From an optimization exercise on the open Yosys and OpenROAD flow, aimed at small area, a short achievable clock period and few clock cycles; shortcuts taken in it are not production practice.
Only simulation tests tie the RTL to the original design; equivalence was not proved.
No activity file was given, so power comes from the tool's default toggle rates.

===== flow/run.sh =====
#!/bin/bash
# synth_recipe.tcl (not shown) runs the flow's synth.tcl, then flattens the netlist and writes it again
# the make line also repeats each setting of config.mk as NAME=value (left out here)
make -C /OpenROAD-flow-scripts/flow DESIGN_CONFIG=/design/flow/config.mk WORK_HOME=/design/flow/orfs CLKGATE_MAP_FILE= SYNTH_SCRIPT=/design/flow/synth_recipe.tcl finish

===== flow/config.mk =====
export PLATFORM = sky130hd
export DESIGN_NAME = cidr_first_match_filter_core
export DESIGN_NICKNAME = cidr_first_match_filter_core
export VERILOG_FILES = /design/flow/design.v
export SDC_FILE = /design/flow/constraint.sdc
export NUM_CORES = 4
export LEC_CHECK = 0
export CAP_MARGIN = 20
export CORE_MARGIN = 2
export CORE_UTILIZATION = 40
export SLEW_MARGIN = 20

===== flow/constraint.sdc =====
create_clock -name core_clock -period 4.0 [get_ports {clock}]
set_input_delay 0.8000 -clock core_clock [delete_from_list [all_inputs] [get_ports {clock}]]
set_output_delay 0.8000 -clock core_clock [all_outputs]
set_load 0.01 [all_outputs]

===== flow/design.v =====
package cfm_pkg;
   localparam int ADDR_W = 32;
   localparam int IDX_W = 4;
   localparam int PREFIX_W = 6;
   localparam int RULE_SLOTS_DEF = 16;
   localparam int REACHABLE_SLOTS = 2 ** IDX_W;
   localparam int BEAT_W = 2 * ADDR_W + 2 * IDX_W + PREFIX_W + 6;
   localparam logic [ADDR_W-1:0] MASK_ALL = '1;
   localparam logic [PREFIX_W-1:0] PREFIX_FULL = PREFIX_W'(ADDR_W);
   localparam logic OP_WRITE = 1'b0;
   localparam logic OP_CHECK = 1'b1;
   typedef struct packed {
      logic                valid;
      logic                op;
      logic [ADDR_W-1:0]   address;
      logic [IDX_W-1:0]    rule_index;
      logic [ADDR_W-1:0]   rule_network;
      logic [PREFIX_W-1:0] rule_prefix;
      logic                rule_action;
      logic                rule_enable;
      logic                hit;
      logic                allow;
      logic [IDX_W-1:0]    hit_index;
   } beat_type;
   function automatic logic [ADDR_W-1:0] prefix_mask(input logic [PREFIX_W-1:0] len);
      logic [ADDR_W-1:0] mask;
      if (len >= PREFIX_FULL) begin
         mask = MASK_ALL;
      end else begin
         mask = ~(MASK_ALL >> len);
      end
      prefix_mask = mask;
   endfunction
endpackage
module cfm_cell #(
   parameter int INDEX = 0
) (
   input  logic              clock,
   input  logic              reset,
   input  logic              advance,
   input  cfm_pkg::beat_type beat_in,
   output cfm_pkg::beat_type beat_out
);
   cfm_pkg::beat_type beat_ff, beat_next_in;
   logic [cfm_pkg::ADDR_W-1:0] net_ff, net_in;
   logic [cfm_pkg::ADDR_W-1:0] mask_ff, mask_in;
   logic action_ff, action_in;
   logic rule_valid_ff, rule_valid_in;
   logic slot_sel;
   logic rule_match;
   logic [cfm_pkg::ADDR_W-1:0] new_mask;
   always_comb begin
      slot_sel = (INDEX < cfm_pkg::REACHABLE_SLOTS) &&
                 (beat_in.rule_index == cfm_pkg::IDX_W'(INDEX));
      new_mask = cfm_pkg::prefix_mask(beat_in.rule_prefix);
      rule_match = rule_valid_ff && ((beat_in.address & mask_ff) == net_ff);
      net_in = net_ff;
      mask_in = mask_ff;
      action_in = action_ff;
      rule_valid_in = rule_valid_ff;
      beat_next_in = beat_in;
      if (advance && beat_in.valid) begin
         if (beat_in.op == cfm_pkg::OP_WRITE) begin
            if (slot_sel) begin
               rule_valid_in = beat_in.rule_enable;
               if (beat_in.rule_enable) begin
                  net_in = beat_in.rule_network & new_mask;
                  mask_in = new_mask;
                  action_in = beat_in.rule_action;
               end
            end
         end else if (!beat_in.hit && rule_match) begin
            beat_next_in.hit = 1'b1;
            beat_next_in.allow = action_ff;
            beat_next_in.hit_index = cfm_pkg::IDX_W'(INDEX);
         end
      end
   end
   always_ff @(posedge clock) begin
      net_ff <= net_in;
      mask_ff <= mask_in;
      action_ff <= action_in;
      if (reset) begin
         rule_valid_ff <= 1'b0;
         beat_ff.valid <= 1'b0;
      end else begin
         rule_valid_ff <= rule_valid_in;
         if (advance) begin
            beat_ff <= beat_next_in;
         end
      end
   end
   assign beat_out = beat_ff;
endmodule
module cidr_first_match_filter_core #(
   parameter int RULE_SLOTS = cfm_pkg::RULE_SLOTS_DEF
) (
   input  logic                         clock,
   input  logic                         reset,
   input  logic                         req_valid,
   output logic                         req_ready,
   input  logic                         req_op,
   input  logic [cfm_pkg::ADDR_W-1:0]   req_address,
   input  logic [cfm_pkg::IDX_W-1:0]    req_rule_index,
   input  logic [cfm_pkg::ADDR_W-1:0]   req_rule_network,
   input  logic [cfm_pkg::PREFIX_W-1:0] req_rule_prefix,
   input  logic                         req_rule_action,
   input  logic                         req_rule_enable,
   output logic                         rsp_valid,
   input  logic                         rsp_ready,
   output logic                         rsp_allow,
   output logic                         rsp_hit,
   output logic [cfm_pkg::IDX_W-1:0]    rsp_hit_index
);
   cfm_pkg::beat_type chain_head, chain_tail;
   logic [RULE_SLOTS:0][cfm_pkg::BEAT_W-1:0] chain;
   logic advance;
   logic rsp_valid_ff, rsp_valid_in;
   logic rsp_allow_ff, rsp_allow_in;
   logic rsp_hit_ff, rsp_hit_in;
   logic [cfm_pkg::IDX_W-1:0] rsp_index_ff, rsp_index_in;
   logic last_check;
   assign advance = !rsp_valid_ff || rsp_ready;
   assign req_ready = advance;
   always_comb begin
      chain_head.valid = req_valid;
      chain_head.op = req_op;
      chain_head.address = req_address;
      chain_head.rule_index = req_rule_index;
      chain_head.rule_network = req_rule_network;
      chain_head.rule_prefix = req_rule_prefix;
      chain_head.rule_action = req_rule_action;
      chain_head.rule_enable = req_rule_enable;
      chain_head.hit = 1'b0;
      chain_head.allow = 1'b0;
      chain_head.hit_index = '0;
   end
   assign chain[0] = chain_head;
   assign chain_tail = chain[RULE_SLOTS];
   for (genvar k = 0; k < RULE_SLOTS; k++) begin : g_cell
      cfm_cell #(
         .INDEX (k)
      ) u_cell (
         .clock    (clock),
         .reset    (reset),
         .advance  (advance),
         .beat_in  (chain[k]),
         .beat_out (chain[k+1])
      );
   end
   always_comb begin
      last_check = chain_tail.valid && (chain_tail.op == cfm_pkg::OP_CHECK);
      rsp_valid_in = rsp_valid_ff;
      rsp_allow_in = rsp_allow_ff;
      rsp_hit_in = rsp_hit_ff;
      rsp_index_in = rsp_index_ff;
      if (advance) begin
         rsp_valid_in = last_check;
         rsp_allow_in = chain_tail.allow;
         rsp_hit_in = chain_tail.hit;
         rsp_index_in = chain_tail.hit_index;
      end
   end
   always_ff @(posedge clock) begin
      rsp_allow_ff <= rsp_allow_in;
      rsp_hit_ff <= rsp_hit_in;
      rsp_index_ff <= rsp_index_in;
      if (reset) begin
         rsp_valid_ff <= 1'b0;
      end else begin
         rsp_valid_ff <= rsp_valid_in;
      end
   end
   assign rsp_valid = rsp_valid_ff;
   assign rsp_allow = rsp_allow_ff;
   assign rsp_hit = rsp_hit_ff;
   assign rsp_hit_index = rsp_index_ff;
endmodule

==> notes.md <==
## power breakdown
part	leakage (nW)	switching, mW	internal [mW]
Clock	3.61	8.92	12.3
Combinational	8.25	0.925	0.575
Sequential	21.6	0.847	27.6
Total	33.5	10.7	40.5
## worst paths after layout
| check | start | end | slack, ns | cells past startpoint |
|---|---|---|---|---|
| min | reset | g_cell[13].u_cell.beat_ff[29] | 0.39 | 2 |
| max reg2reg | g_cell[8].u_cell.beat_ff[65] | g_cell[9].u_cell.beat_ff[4] | 0.91 | 8 |
| max | rsp_ready | req_ready | 0.41 | 5 |
| min reg2reg | g_cell[14].u_cell.beat_ff[7] | g_cell[15].u_cell.action_ff | 0.40 | 0 |
## cells by family (layout without fill, tap and decap cells)
kind of cell    after synthesis  count (layout)
compound gates              560             560
xor+xnor                    320             320
buf+inv                     199             685
flops                      2316            2316
mux                          23              23
other cells                   0               1
simple gates               1936            1936
## cell type report
type / instances / area (um^2)
Sequential cell: 2316 / 69200
Multi-Input combinational cell: 2839 / 17000
Antenna cell: 1 / 2.50
Timing Repair Buffer: 178 / 2110
Clock inverter: 144 / 1560
Clock buffer: 269 / 5840
Inverter: 94 / 353
Fill cell: 18600 / 117000
Tap cell: 2854 / 3570
## cell usage after synthesis (all sizes together), types with 33 or more instances
| master | count |
|---|---|
| a21boi | 45 |
| a21o | 98 |
| a21oi | 152 |
| a31o | 36 |
| and2 | 501 |
| and3 | 74 |
| and3b | 49 |
| clkbuf | 105 |
| dfxtp | 33 |
| edfxtp | 2283 |
| inv | 94 |
| nand2 | 697 |
| nand2b | 58 |
| nand3 | 81 |
| nand4 | 78 |
| nor2 | 153 |
| nor2b | 55 |
| nor3 | 51 |
| nor4 | 46 |
| o21ai | 52 |
| o21bai | 46 |
| xnor2 | 64 |
| xor2 | 256 |
## flip-flops by register name, summed over array words and instances (netlist names)
name                         cells
g_cell.u_cell.action_ff         16
rsp_index_ff                     4
rsp_allow_ff                     1
g_cell.u_cell.net_ff           512
rsp_valid_ff                     1
g_cell.u_cell.rule_valid_ff     16
rsp_hit_ff                       1
g_cell.u_cell.beat_ff         1253
g_cell.u_cell.mask_ff          512
## stage by stage
step	power [mW]	hold WS, ns	area (um^2)	instances	worst slack, ns
after detailed placement	30.4	0.408	92300	8281	0.394
after CTS	51.6	0.332	99700	8694	0.378
after floorplan	29.6	0.400	86900	5354	-15.77
after global placement	30.4	0.404	92300	8281	0.441
after global routing	52.7	0.351	99700	8694	0.375
final	51.1	0.392	99700	8695	0.414
## metal layers
| layer | track usage (%) | routed length, um |
|---|---|---|
| met5 | 0 | 13 |
| met4 | 4.45 | 4450 |
| met3 | 3.14 | 14600 |
| met2 | 31.1 | 103000 |
| met1 | 25.8 | 88500 |
## critical path, stage by stage
cell and delay, ns:
clkdlybuf4s50_1 0.44, nor2b_4 0.54, inv_2 0.17, buf_4 0.27, clkdlybuf4s50_1 0.52
==> results by group <==
Route
  • Drt drc: 0
  • DR vias/cell: ~5.2
  • Final ANT Viol Nets: 0
  • Drt total wl: between 200 and 250 mm
  • DRT iter0 DRCs: roughly 5600
  • First-pass DRT Iterations: 5
  • Via count: 45400
  • WL per Instance: 24.2 um

STA
  • Final setup viols: 0
  • Post-layout min period: approximately 3.6 ns
  • Fin. max-slew vios: 0
  • Final hold violations: 0
  • Final setup skew: ~0.049 ns
  • Peak Freq: around 280 MHz
  • RSZ-0062 raised after global routing: no
  • Max_slew headroom: a little under two fifths
  • Tcrit/Tclk final: between 80% and 90%
  • Actual slew at the worst max-slew pin: approximately 0.94 ns
  • Setup tns final: 0 ns

Global routing
  • First-pass GRT wire length: about 300 mm
  • Initial antenna violation count: 5
  • Largest net degree at the start of global routing: 118
  • Number of global-route vias before repair: 43600
  • Overflow left after global routing: 0
  • Total track usage: a little under a fifth

Synthesis
  • Adder-cell share of the synthesized area: 0%
  • Syn Area/Cell: 16.2 um^2
  • Synth Area in Simple Gates: between 10% and 20%
  • Synth cell types: 60
  • Post-synthesis sequential area ratio: 79.7%
  • Main combinational cell family by area after synthesis: simple AND/OR/NAND/NOR gates
  • Dominant synthesized flop cell: edfxtp_1
  • Net count after synthesis: ~5400
  • FF+latch count, synth: around 2300
  • Asr flop ratio synth: 0%
  • Syn Inst Count: 5354
  • Proportion of synthesized area in mux cells: 0.295%
  • Post-synth top area share: about four fifths
  • Xor and xnor area share after synthesis: under 10%
  • Synthesized cell area: about 0.087 mm^2
  • Cell taking the most area after synthesis: edfxtp_1
  • Number of synthesized flops with an enable pin: 2283
  • Synth area leaders: edfxtp_1 (79%), and2_1 (3.6%), nand2_1 (3.0%)
  • Compound-Gate Fraction of Synth Area: around 4.4%
  • Yosys warning total: 17

Setup path
  • WS Path Type: in2out
  • Startpoint Class: input port
  • WP data arrival: between 2 and 3 ns
  • Critical-path maximum fanout: 14
  • CP Capture Type: primary output
  • Crit path required time: roughly 3.2 ns

Floorplan
  • Die Span X: 470 um
  • Ports: between 80 and 90
  • Die area: approximately 0.22 mm^2
  • Core footprint: approximately 0.22 mm^2
  • Num rows: 171
  • Die H: between 400 and 500 um
  • Initial cell density of the core: between 40% and 50%

Final layout
  • Share of layout cells above drive strength 1: roughly 8.9%
  • Fin util: between 40% and 50%
  • Nets@finish: approximately 5700
  • Commonest cells after routing, fill and taps aside: edfxtp_1 (2283), nand2_1 (697), and2_1 (493)
  • Most common cell after layout, fill and taps aside: edfxtp_1
  • Synthesis-to-layout area growth: 14.7%

Clock tree
  • Hold buffers post-CTS: 0
  • Clock latency (worst-skew pair): 0.85 ns
  • Longest Clk Path Bufs: 3
  • CTS tree: built
  • Htree depth: 4
  • Inserted Clock Buffers: between 200 and 250
  • Setup bufs post-CTS: 0
  • Clock Pin Slew Worst Setup and Hold Paths: ~0.06 ns
  • Post-cts sizing count: 0
  • Root Buffer: clkbuf_16
  • Clock sinks: roughly 2300

Placed design
  • GP Congestion: between 0.8 and 0.9
  • Dpl hpwl: around 160 mm
  • Input/output buffers: 88

Pwr
  • Power per cell area: about 510 mW/mm^2
  • Leak pwr: between 30 and 40 nW
  • Peak supply drop: ~350 uV

Flow run
  • Max-cap violations: 0

Status
  • Outcome: finished clean

Worst hold path
  • Hold/Removal Path Class: in2reg
Testbench counts, summed over its fixed seeds: cycles 12,264.

static timing again, ports no longer ideal:
Ports are ideal in the flow. The routed layout listed here was re-timed in OpenROAD.
Step 1 sets driving cells, clkbuf_16 on the clock port and buf_2 on the other inputs (assumed; they add their load-dependent delay and slew).
Step 2 also shifts input and output timing later by t, the mid clock arrival at the registers, as if the neighbouring blocks saw the same clock.
Three values: ideal ports, drivers, drivers and shift; two values: the first two.
t, ns: 0.905
setup slack, ns: 0.414 / 0.383 / 0.392
latest minus earliest clock arrival (ns): 0.055 / 0.055
cell pins on the clock port's net: 1
After both steps this run still meets setup and hold. The setup slack of this run moves by -0.031 ns with the drivers and by -0.022 ns with both steps.
